Context: an optimization exercise on an open-source flow, tuned for small area and a short achievable clock period. The choices shown serve that exercise and are no tape-out recipe. Where RTL was checked, it was by simulation tests only, not by an equivalence proof against the original. Power figures rest on the tool's default switching activity, not on a simulated workload.

==> module ets_sweep_controller, before the edit <==
module ets_sweep_controller #(
  parameter int RESULT_WIDTH  = 32,
  parameter int DEPTH         = 64,
  parameter int STEP_WIDTH    = 16,
  parameter int SETTLE_CYCLES = 16
) (
  input  logic                    clk,
  input  logic                    reset_n,
  input  logic                    start,
  input  logic                    abort,
  input  logic [STEP_WIDTH-1:0]   step_count,
  output logic                    sampler_request_run,
  input  logic                    sampler_running,
  input  logic                    sampler_result_ready,
  input  logic [RESULT_WIDTH-1:0] sampler_result,
  output logic                    phase_step,
  input  logic                    phase_step_ack,
  output logic                    busy,
  output logic                    done,
  output logic [STEP_WIDTH-1:0]   position,
  input  logic                    rd_en,
  output logic                    rd_valid,
  output logic [RESULT_WIDTH-1:0] rd_data,
  output logic [$clog2(DEPTH):0]  level
);
  localparam int LW   = $clog2(DEPTH) + 1;
  localparam int ROWS = 63;                        
  localparam logic [LW-1:0]         LVL_ONE  = 1;
  localparam logic [STEP_WIDTH-1:0] STEP_ONE = 1;
  localparam logic [3:0]            SET_LOAD = 4'(SETTLE_CYCLES - 1);
  logic s_check, s_wr, s_wack, s_settle, s_drain;   
  logic idle;                                       
  logic [STEP_WIDTH-1:0] count_q;
  logic [3:0]            settle_q;
  logic                  last_q;
  assign idle = ~busy;
  logic abort_eff, to_drain, cnt_nz, full, push, pop, set_last, start_i;
  logic n_check, n_req, n_wr, n_step, n_wack, n_settle, n_drain, n_done, n_busy;
  assign full      = level[LW-1];
  assign cnt_nz    = |step_count;
  assign start_i   = idle & start;
  assign set_last  = (settle_q == 4'd0);
  assign abort_eff = abort & busy & ~s_drain;
  assign to_drain  = abort_eff & ((sampler_request_run & sampler_running) |
                                  (s_wr & ~sampler_result_ready));
  assign push      = s_wr & sampler_result_ready & ~abort;
  assign pop       = rd_en & rd_valid;
  assign n_check  = ~abort_eff & ((start_i & cnt_nz) | (s_check & full) | (s_settle & set_last));
  assign n_req    = ~abort_eff & ((s_check & ~full) | (sampler_request_run & ~sampler_running));
  assign n_wr     = ~abort_eff & ((sampler_request_run & sampler_running) |
                                  (s_wr & ~sampler_result_ready));
  assign n_step   = push & ~last_q;
  assign n_wack   = ~abort_eff & (phase_step | (s_wack & ~phase_step_ack));
  assign n_settle = ~abort_eff & ((s_wack & phase_step_ack) | (s_settle & ~set_last));
  assign n_drain  = to_drain | (s_drain & ~sampler_result_ready);
  assign n_done   = (abort_eff & ~to_drain) | (start_i & ~cnt_nz) | (push & last_q) |
                    (s_drain & sampler_result_ready);
  assign n_busy   = busy ? ~n_done : (start & cnt_nz);
  always_ff @(posedge clk or negedge reset_n) begin
    if (!reset_n) begin
      busy                <= 1'b0;
      done                <= 1'b0;
      s_check             <= 1'b0;
      sampler_request_run <= 1'b0;
      s_wr                <= 1'b0;
      phase_step          <= 1'b0;
      s_wack              <= 1'b0;
      s_settle            <= 1'b0;
      s_drain             <= 1'b0;
      position            <= '0;
    end else begin
      busy                <= n_busy;
      done                <= n_done;
      s_check             <= n_check;
      sampler_request_run <= n_req;
      s_wr                <= n_wr;
      phase_step          <= n_step;
      s_wack              <= n_wack;
      s_settle            <= n_settle;
      s_drain             <= n_drain;
      if (start_i)            position <= '0;
      else if (n_step)        position <= position + STEP_ONE;
    end
  end
  always_ff @(posedge clk) begin
    if (start_i) count_q <= step_count;
    settle_q <= s_wack ? SET_LOAD : settle_q - 4'd1;
    last_q   <= (position + STEP_ONE == count_q);
  end
  logic [LW-1:0] lvl_n;
  logic          ge2_q, ge3, vld_n, ge2_n, h_load, wp_adv, rp_adv;
  logic [7:0]    wh, wl, wh_n, wl_n;
  logic [ROWS-1:0] rring;
  logic [RESULT_WIDTH-1:0] rd_mem;
  assign ge3 = |level[LW-1:2] | (level[1] & level[0]);
  always_comb begin
    lvl_n = level;
    ge2_n = ge2_q;
    if (push & ~pop) begin
      lvl_n = level + LVL_ONE;
      ge2_n = rd_valid;
    end else if (pop & ~push) begin
      lvl_n = level - LVL_ONE;
      ge2_n = ge3;
    end
  end
  assign vld_n = push | ge2_q | (rd_valid & ~rd_en);
  assign h_load = rd_en | ~rd_valid;
  assign rp_adv = ge2_q & rd_en;
  assign wp_adv = push & (ge2_q | (rd_valid & ~rd_en));
  function automatic logic [15:0] ring_next(input logic [7:0] h, input logic [7:0] l);
    logic wrap;
    wrap = l[7] | (h[7] & l[6]);
    ring_next[15:8] = wrap ? {h[6:0], h[7]} : h;
    ring_next[7:0]  = wrap ? 8'd1 : {l[6:0], 1'b0};
  endfunction
  assign {wh_n, wl_n} = ring_next(wh, wl);
  always_ff @(posedge clk or negedge reset_n) begin
    if (!reset_n) begin
      level    <= '0;
      rd_valid <= 1'b0;
      ge2_q    <= 1'b0;
    end else if (start_i) begin
      level    <= '0;
      rd_valid <= 1'b0;
      ge2_q    <= 1'b0;
    end else begin
      level    <= lvl_n;
      rd_valid <= vld_n;
      ge2_q    <= ge2_n;
    end
  end
  always_ff @(posedge clk) begin
    if (start_i) begin
      wh    <= 8'd1;
      wl    <= 8'd1;
      rring <= ROWS'(1);
    end else begin
      if (wp_adv) begin wh <= wh_n; wl <= wl_n; end
      if (rp_adv) rring <= {rring[ROWS-2:0], rring[ROWS-1]};
    end
  end
  logic [RESULT_WIDTH-1:0] rows [ROWS];
  logic [7:0]              wgh;
  logic [ROWS-1:0]         wsel;
  assign wgh = wh & {8{push}};
  always_comb begin
    rd_mem = '0;
    for (int k = 0; k < ROWS; k++) begin
      wsel[k] = wgh[k / 8] & wl[k % 8];
      rd_mem  = rd_mem | (rows[k] & {RESULT_WIDTH{rring[k]}});
    end
  end
  always_ff @(posedge clk) begin
    for (int k = 0; k < ROWS; k++)
      if (wsel[k]) rows[k] <= sampler_result;
    if (h_load) rd_data <= ge2_q ? rd_mem : sampler_result;
  end
endmodule
Settings: LEC_CHECK=0, CAP_MARGIN=30, CORE_MARGIN=2, CORE_UTILIZATION=48, CTS_CLUSTER_DIAMETER=60, CTS_CLUSTER_SIZE=30, SETUP_SLACK_MARGIN=3.0, SLEW_MARGIN=30; clock period 5.5 ns.
run.sh (not shown) runs the stock make flow with config.mk's settings and CLKGATE_MAP_FILE= SYNTH_SCRIPT=/design/flow/synth_recipe.tcl, a recipe that flattens the netlist after the stock synthesis.
Then changed:
--- a/flow/design.v
+++ b/flow/design.v
@@ -87,12 +87,11 @@
     settle_q <= s_wack ? SET_LOAD : settle_q - 4'd1;
     last_q   <= (position + STEP_ONE == count_q);
   end
   logic [LW-1:0] lvl_n;
   logic          ge2_q, ge3, vld_n, ge2_n, h_load, wp_adv, rp_adv;
-  logic [7:0]    wh, wl, wh_n, wl_n;
-  logic [ROWS-1:0] rring;
+  logic [ROWS-1:0] wring, rring;
   logic [RESULT_WIDTH-1:0] rd_mem;
   assign ge3 = |level[LW-1:2] | (level[1] & level[0]);
   always_comb begin
     lvl_n = level;
     ge2_n = ge2_q;
@@ -106,17 +105,10 @@
   end
   assign vld_n = push | ge2_q | (rd_valid & ~rd_en);
   assign h_load = rd_en | ~rd_valid;
   assign rp_adv = ge2_q & rd_en;
   assign wp_adv = push & (ge2_q | (rd_valid & ~rd_en));
-  function automatic logic [15:0] ring_next(input logic [7:0] h, input logic [7:0] l);
-    logic wrap;
-    wrap = l[7] | (h[7] & l[6]);
-    ring_next[15:8] = wrap ? {h[6:0], h[7]} : h;
-    ring_next[7:0]  = wrap ? 8'd1 : {l[6:0], 1'b0};
-  endfunction
-  assign {wh_n, wl_n} = ring_next(wh, wl);
   always_ff @(posedge clk or negedge reset_n) begin
     if (!reset_n) begin
       level    <= '0;
       rd_valid <= 1'b0;
       ge2_q    <= 1'b0;
@@ -130,26 +122,23 @@
       ge2_q    <= ge2_n;
     end
   end
   always_ff @(posedge clk) begin
     if (start_i) begin
-      wh    <= 8'd1;
-      wl    <= 8'd1;
+      wring <= ROWS'(1);
       rring <= ROWS'(1);
     end else begin
-      if (wp_adv) begin wh <= wh_n; wl <= wl_n; end
+      if (wp_adv) wring <= {wring[ROWS-2:0], wring[ROWS-1]};
       if (rp_adv) rring <= {rring[ROWS-2:0], rring[ROWS-1]};
     end
   end
   logic [RESULT_WIDTH-1:0] rows [ROWS];
-  logic [7:0]              wgh;
   logic [ROWS-1:0]         wsel;
-  assign wgh = wh & {8{push}};
   always_comb begin
     rd_mem = '0;
     for (int k = 0; k < ROWS; k++) begin
-      wsel[k] = wgh[k / 8] & wl[k % 8];
+      wsel[k] = push & wring[k];
       rd_mem  = rd_mem | (rows[k] & {RESULT_WIDTH{rring[k]}});
     end
   end
   always_ff @(posedge clk) begin
     for (int k = 0; k < ROWS; k++)
The new run passed the timing, DRC and antenna checks.
Sequential cell count came out higher by 47.
Global-route usage falls by 0.84 points.
Wire length is lower by 0.39%.
Power is about the same.
Worst hold slack gets better by 23 ps.
First-iteration DRC count came out higher by 4.4%.
The RTL of the second run of this note was laid out without a check of its function.

==> separate check: timing with driven ports <==
Ports are ideal in the flow. The routed layouts listed here were re-timed in OpenROAD.
Step 1: set_driving_cell puts a clkbuf_16 on clk and a buf_2 on each other input, an assumption about the parent block.
Step 2 moves the port delays by t, midway between the first and last clock arrival at a register: inputs arrive t later, outputs are due t later. That takes back most of the time a late clock gives input paths.
Slacks: ideal / step 1 / step 2; pairs: ideal / step 1.
run | t, ns | slack for setup (ns) | slew at the worst register clock pin (ns)
the first run | 0.915 | 2.834 / 2.787 / 2.179 | 0.11 / 0.11
the second run | 0.903 | 2.825 / 2.825 / 2.176 | 0.11 / 0.11
After both steps every run listed still meets setup and hold. The setup slack of the first run, which loses most, moves by -0.047 ns with the drivers and by -0.655 ns with both steps.
